Source: an optimization exercise on an open RTL-to-GDS flow (aim: small area, a short achievable clock period and few clock cycles per item). Production flows keep margins and buffers that such runs may drop. Function was checked by simulation only, so behaviour that the tests miss may differ from the original. No activity file was given, so power comes from the tool's default toggle rates.

Design accelbrot_scan_gen, start of the top module:
module accelbrot_scan_gen #(
  parameter int NWORDS = 8,
  parameter int WWIDTH = 34,
  parameter int TWIDTH = 24,
  parameter int XWIDTH = 12,
  parameter int YWIDTH = 12
) (
  input  logic                     clk,
  input  logic                     rstn,
  input  logic [NWORDS*WWIDTH-1:0] cfg_a0,
  input  logic [NWORDS*WWIDTH-1:0] cfg_b0,
  input  logic [NWORDS*WWIDTH-1:0] cfg_step,
  input  logic [XWIDTH-1:0]        cfg_width,
  input  logic [YWIDTH-1:0]        cfg_height,
  input  logic                     ctl_start,
  output logic                     ctl_busy,
  output logic                     ctl_done,
  output logic [31:0]              sts_num_issued,
  output logic [WWIDTH-1:0]        enter_a,
  output logic [WWIDTH-1:0]        enter_b,
  output logic [TWIDTH-1:0]        enter_tag,
  output logic                     enter_start,
  output logic                     enter_valid,
  input  logic                     enter_bp
);
  localparam int NB = NWORDS * WWIDTH;
  localparam int WB = accelbrot_pkg::widx_bits(NWORDS);
  localparam logic [WB-1:0] WLAST = WB'(NWORDS - 1);
  localparam logic [WB-1:0] WLOAD = WB'(NWORDS - 5);
  localparam logic [WB-1:0] WPRE0 = WB'(NWORDS - 4);
  localparam int RB = 5 * WWIDTH;             
  localparam int S1 = (WWIDTH + 6) / 3;       
  localparam int S2 = (WWIDTH - S1) / 2;      
  localparam int S3 = WWIDTH - S1 - S2;
  localparam int CW = XWIDTH + YWIDTH;
  logic [NB-1:0]     a_cur_q, a_row0_q, b_cur_q, step_q;
  logic [S1:0]       l1_q;
  logic [S1+S2:0]    l2_q;
  logic [WWIDTH:0]   p_q;
  logic [S1-1:0]     x1_q, y1_q;
  logic              c_q, c1_q, sel0_q, nsel0_q, sel1_q, nsel1_q, sel2_q, sel3_q, nsel2_q, nsel3_q;
  logic [XWIDTH-1:0] width_q, xrem_q;
  logic [YWIDTH-1:0] yrem_q;
  logic              w1_q, w12_q, eor_q, eorn_q, lrow_q, first_q;
  logic [WB-1:0]     ph_q;
  logic [CW-1:0]     issued_q;
  ...
clock: 5.0 ns
lec_check: 0
cap_margin: 20
core_margin: 2
core_utilization: 55
setup_slack_margin: 2.7
slew_margin: 20
standard.sh (not shown) runs the stock make flow with config.mk's settings and CLKGATE_MAP_FILE= SYNTH_SCRIPT=/design/flow/synth_recipe.tcl, a recipe that flattens the netlist after the stock synthesis.
==> flow/flow/run.sh <==
#!/bin/bash
# Standard ORFS layout (the standard.sh) with plain buffers on the ports,
# larger clock-tree leaf clusters driven by smaller buffers, and no dummy
# clock loads.
set -euo pipefail
bash standard.sh "BUFFER_PORTS_ARGS=-buffer_cell sky130_fd_sc_hd__buf_1" \
  "CTS_ARGS=-sink_clustering_enable -repair_clock_nets -dont_use_dummy_load -root_buf sky130_fd_sc_hd__clkbuf_16 -sink_clustering_buffer sky130_fd_sc_hd__clkbuf_8 -sink_clustering_size 14 -sink_clustering_max_diameter 50 -buf_list {sky130_fd_sc_hd__clkbuf_8 sky130_fd_sc_hd__clkbuf_16}" \
  finish > standard_make.log 2>&1
The baseline ran to the end with no violations.
Testbench counts at the start, summed over its fixed seeds: cycles 281,128, pixels 35,068.
Then changed:
--- a/flow/design.v
+++ b/flow/design.v
@@ -57,22 +57,22 @@
   output logic                     enter_start,
   output logic                     enter_valid,
   input  logic                     enter_bp
 );
   localparam int NB = NWORDS * WWIDTH;
   localparam int WB = accelbrot_pkg::widx_bits(NWORDS);
   localparam logic [WB-1:0] WLAST = WB'(NWORDS - 1);
   localparam logic [WB-1:0] WLOAD = WB'(NWORDS - 5);
   localparam logic [WB-1:0] WPRE0 = WB'(NWORDS - 4);
   localparam int RB = 5 * WWIDTH;             
-  localparam int S1 = (WWIDTH + 6) / 3;       
-  localparam int S2 = (WWIDTH - S1) / 2;      
+  localparam int S1 = (WWIDTH + 2) / 3;       
+  localparam int S2 = (WWIDTH - S1) / 2;
   localparam int S3 = WWIDTH - S1 - S2;
   localparam int CW = XWIDTH + YWIDTH;
   logic [NB-1:0]     a_cur_q, a_row0_q, b_cur_q, step_q;
   logic [S1:0]       l1_q;
   logic [S1+S2:0]    l2_q;
   logic [WWIDTH:0]   p_q;
   logic [S1-1:0]     x1_q, y1_q;
   logic              c_q, c1_q, sel0_q, nsel0_q, sel1_q, nsel1_q, sel2_q, sel3_q, nsel2_q, nsel3_q;
   logic [XWIDTH-1:0] width_q, xrem_q;
   logic [YWIDTH-1:0] yrem_q;
Result: The new run finished with timing, DRC and antenna clean; area after synthesis goes down by 0.60%; setup slack is worse by 0.19 ns; count of clock-buffer cells in the layout climbs by 2; design area falls by 1.3%; via count decreases by 1.0%.
Testbench counts after the change, summed over its fixed seeds: cycles 281,128, pixels 35,068.

========
Another version of the RTL of accelbrot_scan_gen (not shown whole).
For scale: roughly 3200 cells after synthesis, roughly 1200 flip-flops, about 970 I/O pins, about 0.039 mm² of cells after synthesis.
==> module accelbrot_scan_gen, before the edit <==
module accelbrot_scan_gen #(
  parameter int NWORDS = 8,
  parameter int WWIDTH = 34,
  parameter int TWIDTH = 24,
  parameter int XWIDTH = 12,
  parameter int YWIDTH = 12
) (
  input  logic                     clk,
  input  logic                     rstn,
  input  logic [NWORDS*WWIDTH-1:0] cfg_a0,
  input  logic [NWORDS*WWIDTH-1:0] cfg_b0,
  input  logic [NWORDS*WWIDTH-1:0] cfg_step,
  input  logic [XWIDTH-1:0]        cfg_width,
  input  logic [YWIDTH-1:0]        cfg_height,
  input  logic                     ctl_start,
  output logic                     ctl_busy,
  output logic                     ctl_done,
  output logic [31:0]              sts_num_issued,
  output logic [WWIDTH-1:0]        enter_a,
  output logic [WWIDTH-1:0]        enter_b,
  output logic [TWIDTH-1:0]        enter_tag,
  output logic                     enter_start,
  output logic                     enter_valid,
  input  logic                     enter_bp
);
  localparam int NB = NWORDS * WWIDTH;
  localparam int WB = accelbrot_pkg::widx_bits(NWORDS);
  localparam logic [WB-1:0] WLAST = WB'(NWORDS - 1);
  localparam logic [WB-1:0] WLOAD = WB'(NWORDS - 3);
  localparam logic [WB-1:0] WPRE0 = WB'(NWORDS - 2);
  localparam int RB = 3 * WWIDTH;             
  localparam int HL = WWIDTH / 2;             
  localparam int HH = WWIDTH - HL;            
  localparam int CW = XWIDTH + YWIDTH;
  logic [NB-1:0]     a_cur_q, a_row0_q, b_cur_q, step_q;
  logic [HL:0]       lo_q;
  logic [WWIDTH:0]   p_q;
  logic              c_q, sel1_q, sel2_q;
  logic [XWIDTH-1:0] width_q, xrem_q;
  logic [YWIDTH-1:0] yrem_q;
  logic              w1_q, w12_q, eor_q, eorn_q, lrow_q, first_q;
  logic [WB-1:0]     ph_q;
  logic [CW-1:0]     issued_q;
  logic              busy_q, run_q, idle_q, done_q, valid_q, vld_q, estart_q;
  logic              empty, go, wlast, wend, last_px, begin_b, ag, bg;
  logic              c_n;
  logic [HL-1:0]     x1, y1;
  logic [HH-1:0]     x2, y2;
  logic [WWIDTH-1:0] a_lo, b_lo, r_lo, a0w, sum, a_ent, b_ent;
  assign empty   = (cfg_width == '0) || (cfg_height == '0);
  assign go      = ctl_start && !busy_q;
  assign wlast   = (ph_q == WLAST);
  assign wend    = valid_q && wlast;
  assign last_px = eor_q && lrow_q;
  assign begin_b = !enter_bp && busy_q && wlast && !(wend && last_px);
  assign a_lo = a_cur_q[WWIDTH-1:0];
  assign b_lo = b_cur_q[WWIDTH-1:0];
  assign r_lo = a_row0_q[WWIDTH-1:0];
  assign ag  = vld_q && !eor_q;
  assign bg  = vld_q && eor_q;
  assign a0w = first_q ? a_lo : r_lo;
  assign x1   = sel1_q ? b_cur_q[2*WWIDTH +: HL] : a_cur_q[2*WWIDTH +: HL];
  assign y1   = step_q[2*WWIDTH +: HL] ^ {HL{sel1_q}};
  assign x2   = sel2_q ? b_cur_q[WWIDTH+HL +: HH] : a_cur_q[WWIDTH+HL +: HH];
  assign y2   = step_q[WWIDTH+HL +: HH] ^ {HH{sel2_q}};
  assign sum   = p_q[WWIDTH-1:0] + WWIDTH'(c_q);
  assign c_n   = p_q[WWIDTH] || (c_q && (&p_q[WWIDTH-1:0]));
  assign a_ent = ag ? sum : bg ? a0w : a_lo;
  assign b_ent = bg ? sum : b_lo;
  always_ff @(posedge clk) begin
    a_cur_q  <= {cfg_a0[NB-RB-1:0], cfg_a0[NB-1:NB-RB]} & {NB{idle_q}}
              | {a_ent, a_cur_q[NB-1:WWIDTH]} & {NB{run_q}};
    b_cur_q  <= {cfg_b0[NB-RB-1:0], cfg_b0[NB-1:NB-RB]} & {NB{idle_q}}
              | {b_ent, b_cur_q[NB-1:WWIDTH]} & {NB{run_q}};
    step_q   <= {cfg_step[NB-RB-1:0], cfg_step[NB-1:NB-RB]} & {NB{idle_q}}
              | {step_q[WWIDTH-1:0], step_q[NB-1:WWIDTH]} & {NB{run_q}};
    a_row0_q <= {a0w, a_row0_q[NB-1:WWIDTH]};
    lo_q     <= {1'b0, x1} + {1'b0, y1} + (HL+1)'(sel1_q && ph_q == WPRE0);
    p_q      <= {{1'b0, x2} + {1'b0, y2} + (HH+1)'(lo_q[HL]), lo_q[HL-1:0]};
    if (ph_q == WLOAD || ph_q == WLAST) sel1_q <= vld_q ? eorn_q : eor_q;
    sel2_q   <= sel1_q;
    c_q      <= c_n && !wlast;
    if (idle_q) begin
      width_q <= cfg_width;
      xrem_q  <= cfg_width;
      yrem_q  <= cfg_height;
      w1_q    <= (cfg_width == XWIDTH'(1));
      w12_q   <= (cfg_width == XWIDTH'(1)) || (cfg_width == XWIDTH'(2));
      eor_q   <= (cfg_width == XWIDTH'(1));
      eorn_q  <= (cfg_width == XWIDTH'(1)) || (cfg_width == XWIDTH'(2));
      lrow_q  <= (cfg_height == YWIDTH'(1));
      first_q <= 1'b1;
    end else if (wend) begin
      first_q <= 1'b0;
      eor_q   <= eorn_q;
      if (eor_q) begin
        xrem_q <= width_q;
        eorn_q <= w12_q;
        yrem_q <= yrem_q - YWIDTH'(1);
        lrow_q <= (yrem_q == YWIDTH'(2));
      end else begin
        xrem_q <= xrem_q - XWIDTH'(1);
        eorn_q <= (xrem_q == XWIDTH'(3)) || (xrem_q == XWIDTH'(2) && w1_q);
      end
    end
  end
  always_ff @(posedge clk or negedge rstn) begin
    if (!rstn) begin
      ph_q     <= '0;
      issued_q <= '0;
      busy_q   <= 1'b0;
      run_q    <= 1'b0;
      idle_q   <= 1'b1;
      done_q   <= 1'b0;
      valid_q  <= 1'b0;
      vld_q    <= 1'b0;
      estart_q <= 1'b0;
    end else begin
      ph_q     <= busy_q ? ph_q + WB'(1) : WLOAD;
      done_q   <= (go && empty) || (wend && last_px);
      estart_q <= begin_b;
      if (begin_b) begin
        valid_q <= 1'b1;
        vld_q   <= 1'b1;
      end else if (wlast) begin
        valid_q <= 1'b0;
        vld_q   <= 1'b0;
      end
      if (go && !empty) begin
        busy_q   <= 1'b1;
        run_q    <= 1'b1;
        idle_q   <= 1'b0;
        issued_q <= '0;
      end else if (wend) begin
        issued_q <= issued_q + CW'(1);
        if (last_px) begin
          busy_q <= 1'b0;
          run_q  <= 1'b0;
          idle_q <= 1'b1;
        end
      end
    end
  end
  assign ctl_busy       = busy_q;
  assign ctl_done       = done_q;
  assign sts_num_issued = 32'(issued_q);
  assign enter_a        = a_lo;
  assign enter_b        = b_lo;
  assign enter_tag      = issued_q[TWIDTH-1:0];
  assign enter_start    = estart_q;
  assign enter_valid    = valid_q;
endmodule
clock: 5.0 ns
lec_check: 0
cap_margin: 20
core_margin: 2
core_utilization: 55
setup_slack_margin: 2.7
slew_margin: 20
==> flow/flow/run.sh <==
#!/bin/bash
# Standard ORFS layout (the standard.sh) with plain buffers on the ports,
# smaller clock-tree buffers and no dummy clock loads.
set -euo pipefail
bash standard.sh "BUFFER_PORTS_ARGS=-buffer_cell sky130_fd_sc_hd__buf_1" \
  "CTS_ARGS=-sink_clustering_enable -repair_clock_nets -dont_use_dummy_load -buf_list {sky130_fd_sc_hd__clkbuf_4 sky130_fd_sc_hd__clkbuf_8 sky130_fd_sc_hd__clkbuf_16}" \
  finish > standard_make.log 2>&1
Testbench counts at the start, summed over its fixed seeds: cycles 280,936, pixels 35,068.
==> next run, changes <==
--- a/flow/design.v
+++ b/flow/design.v
@@ -62,14 +62,16 @@
   localparam int WB = accelbrot_pkg::widx_bits(NWORDS);
   localparam logic [WB-1:0] WLAST = WB'(NWORDS - 1);
-  localparam logic [WB-1:0] WLOAD = WB'(NWORDS - 3);
-  localparam logic [WB-1:0] WPRE0 = WB'(NWORDS - 2);
-  localparam int RB = 3 * WWIDTH;             
-  localparam int HL = WWIDTH / 2;             
-  localparam int HH = WWIDTH - HL;            
+  localparam logic [WB-1:0] WLOAD = WB'(NWORDS - 4);
+  localparam logic [WB-1:0] WPRE0 = WB'(NWORDS - 3);
+  localparam int RB = 4 * WWIDTH;             
+  localparam int S1 = (WWIDTH + 2) / 3;       
+  localparam int S2 = (WWIDTH - S1) / 2;
+  localparam int S3 = WWIDTH - S1 - S2;
   localparam int CW = XWIDTH + YWIDTH;
   logic [NB-1:0]     a_cur_q, a_row0_q, b_cur_q, step_q;
-  logic [HL:0]       lo_q;
+  logic [S1:0]       l1_q;
+  logic [S1+S2:0]    l2_q;
   logic [WWIDTH:0]   p_q;
-  logic              c_q, sel1_q, sel2_q;
+  logic              c_q, sel1_q, sel2_q, sel3_q, nsel1_q, nsel2_q, nsel3_q;
   logic [XWIDTH-1:0] width_q, xrem_q;
   logic [YWIDTH-1:0] yrem_q;
@@ -80,6 +82,7 @@
   logic              empty, go, wlast, wend, last_px, begin_b, ag, bg;
   logic              c_n;
-  logic [HL-1:0]     x1, y1;
-  logic [HH-1:0]     x2, y2;
+  logic [S1-1:0]     x1, y1;
+  logic [S2-1:0]     x2, y2;
+  logic [S3-1:0]     x3, y3;
   logic [WWIDTH-1:0] a_lo, b_lo, r_lo, a0w, sum, a_ent, b_ent;
   assign empty   = (cfg_width == '0) || (cfg_height == '0);
@@ -95,8 +98,10 @@
   assign bg  = vld_q && eor_q;
   assign a0w = first_q ? a_lo : r_lo;
-  assign x1   = sel1_q ? b_cur_q[2*WWIDTH +: HL] : a_cur_q[2*WWIDTH +: HL];
-  assign y1   = step_q[2*WWIDTH +: HL] ^ {HL{sel1_q}};
-  assign x2   = sel2_q ? b_cur_q[WWIDTH+HL +: HH] : a_cur_q[WWIDTH+HL +: HH];
-  assign y2   = step_q[WWIDTH+HL +: HH] ^ {HH{sel2_q}};
+  assign x1 = sel1_q ? b_cur_q[3*WWIDTH +: S1] : a_cur_q[3*WWIDTH +: S1];
+  assign y1 = step_q[3*WWIDTH +: S1] ^ {S1{!nsel1_q}};
+  assign x2 = sel2_q ? b_cur_q[2*WWIDTH+S1 +: S2] : a_cur_q[2*WWIDTH+S1 +: S2];
+  assign y2 = step_q[2*WWIDTH+S1 +: S2] ^ {S2{!nsel2_q}};
+  assign x3 = sel3_q ? b_cur_q[WWIDTH+S1+S2 +: S3] : a_cur_q[WWIDTH+S1+S2 +: S3];
+  assign y3 = step_q[WWIDTH+S1+S2 +: S3] ^ {S3{!nsel3_q}};
   assign sum   = p_q[WWIDTH-1:0] + WWIDTH'(c_q);
   assign c_n   = p_q[WWIDTH] || (c_q && (&p_q[WWIDTH-1:0]));
@@ -111,8 +116,15 @@
               | {step_q[WWIDTH-1:0], step_q[NB-1:WWIDTH]} & {NB{run_q}};
     a_row0_q <= {a0w, a_row0_q[NB-1:WWIDTH]};
-    lo_q     <= {1'b0, x1} + {1'b0, y1} + (HL+1)'(sel1_q && ph_q == WPRE0);
-    p_q      <= {{1'b0, x2} + {1'b0, y2} + (HH+1)'(lo_q[HL]), lo_q[HL-1:0]};
-    if (ph_q == WLOAD || ph_q == WLAST) sel1_q <= vld_q ? eorn_q : eor_q;
+    l1_q     <= {1'b0, x1} + {1'b0, y1} + (S1+1)'(sel1_q && ph_q == WPRE0);
+    l2_q     <= {{1'b0, x2} + {1'b0, y2} + (S2+1)'(l1_q[S1]), l1_q[S1-1:0]};
+    p_q      <= {{1'b0, x3} + {1'b0, y3} + (S3+1)'(l2_q[S1+S2]), l2_q[S1+S2-1:0]};
+    if (ph_q == WLOAD || ph_q == WLAST) begin
+      sel1_q  <= vld_q ? eorn_q : eor_q;
+      nsel1_q <= !(vld_q ? eorn_q : eor_q);
+    end
     sel2_q   <= sel1_q;
+    nsel2_q  <= nsel1_q;
+    sel3_q   <= sel2_q;
+    nsel3_q  <= nsel2_q;
     c_q      <= c_n && !wlast;
     if (idle_q) begin
Core utilization came out lower by 0.64 points. Worst setup slack improves by 560 ps. Total power went down by about 7%. Final cell count rises by 0.64%. Design area is higher by 0.59%. Critical path depth decreases by 1. Wire length went up by 5.4%.
Testbench counts after the change, summed over its fixed seeds: cycles 281,032, pixels 35,068.

==> static timing again, ports no longer ideal <==
The flow's constraints put no driver on any port. The routed layouts listed below were extracted and timed again, unchanged, in two steps.
Step 1 assumes that a clkbuf_16 drives the clock port and a buf_2 every other input.
Step 2 moves the port delays by t, midway between the first and last clock arrival at a register: inputs arrive t later, outputs are due t later. That takes back most of the time a late clock gives input paths.
a / b / c = ideal / step 1 / step 2; a / b = the first two.
| run | t, ns | setup slack, ns | worst setup path at the end |
|---|---|---|---|
| the first run of note 1 | 0.663 | 2.572 / 2.514 / 2.182 | input to register |
| the second run of note 1 | 0.685 | 2.385 / 2.385 / 2.143 | input to register |
| the first run of note 2 | 0.723 | 2.073 / 2.073 / 2.073 | register to register |
| the second run of note 2 | 0.739 | 2.631 / 2.631 / 2.193 | input to register |
After both steps setup and hold are still met in every run listed. For the second run of note 2, which loses most, drivers alone change the setup slack by 0.000 ns; drivers and shift together by -0.438 ns.
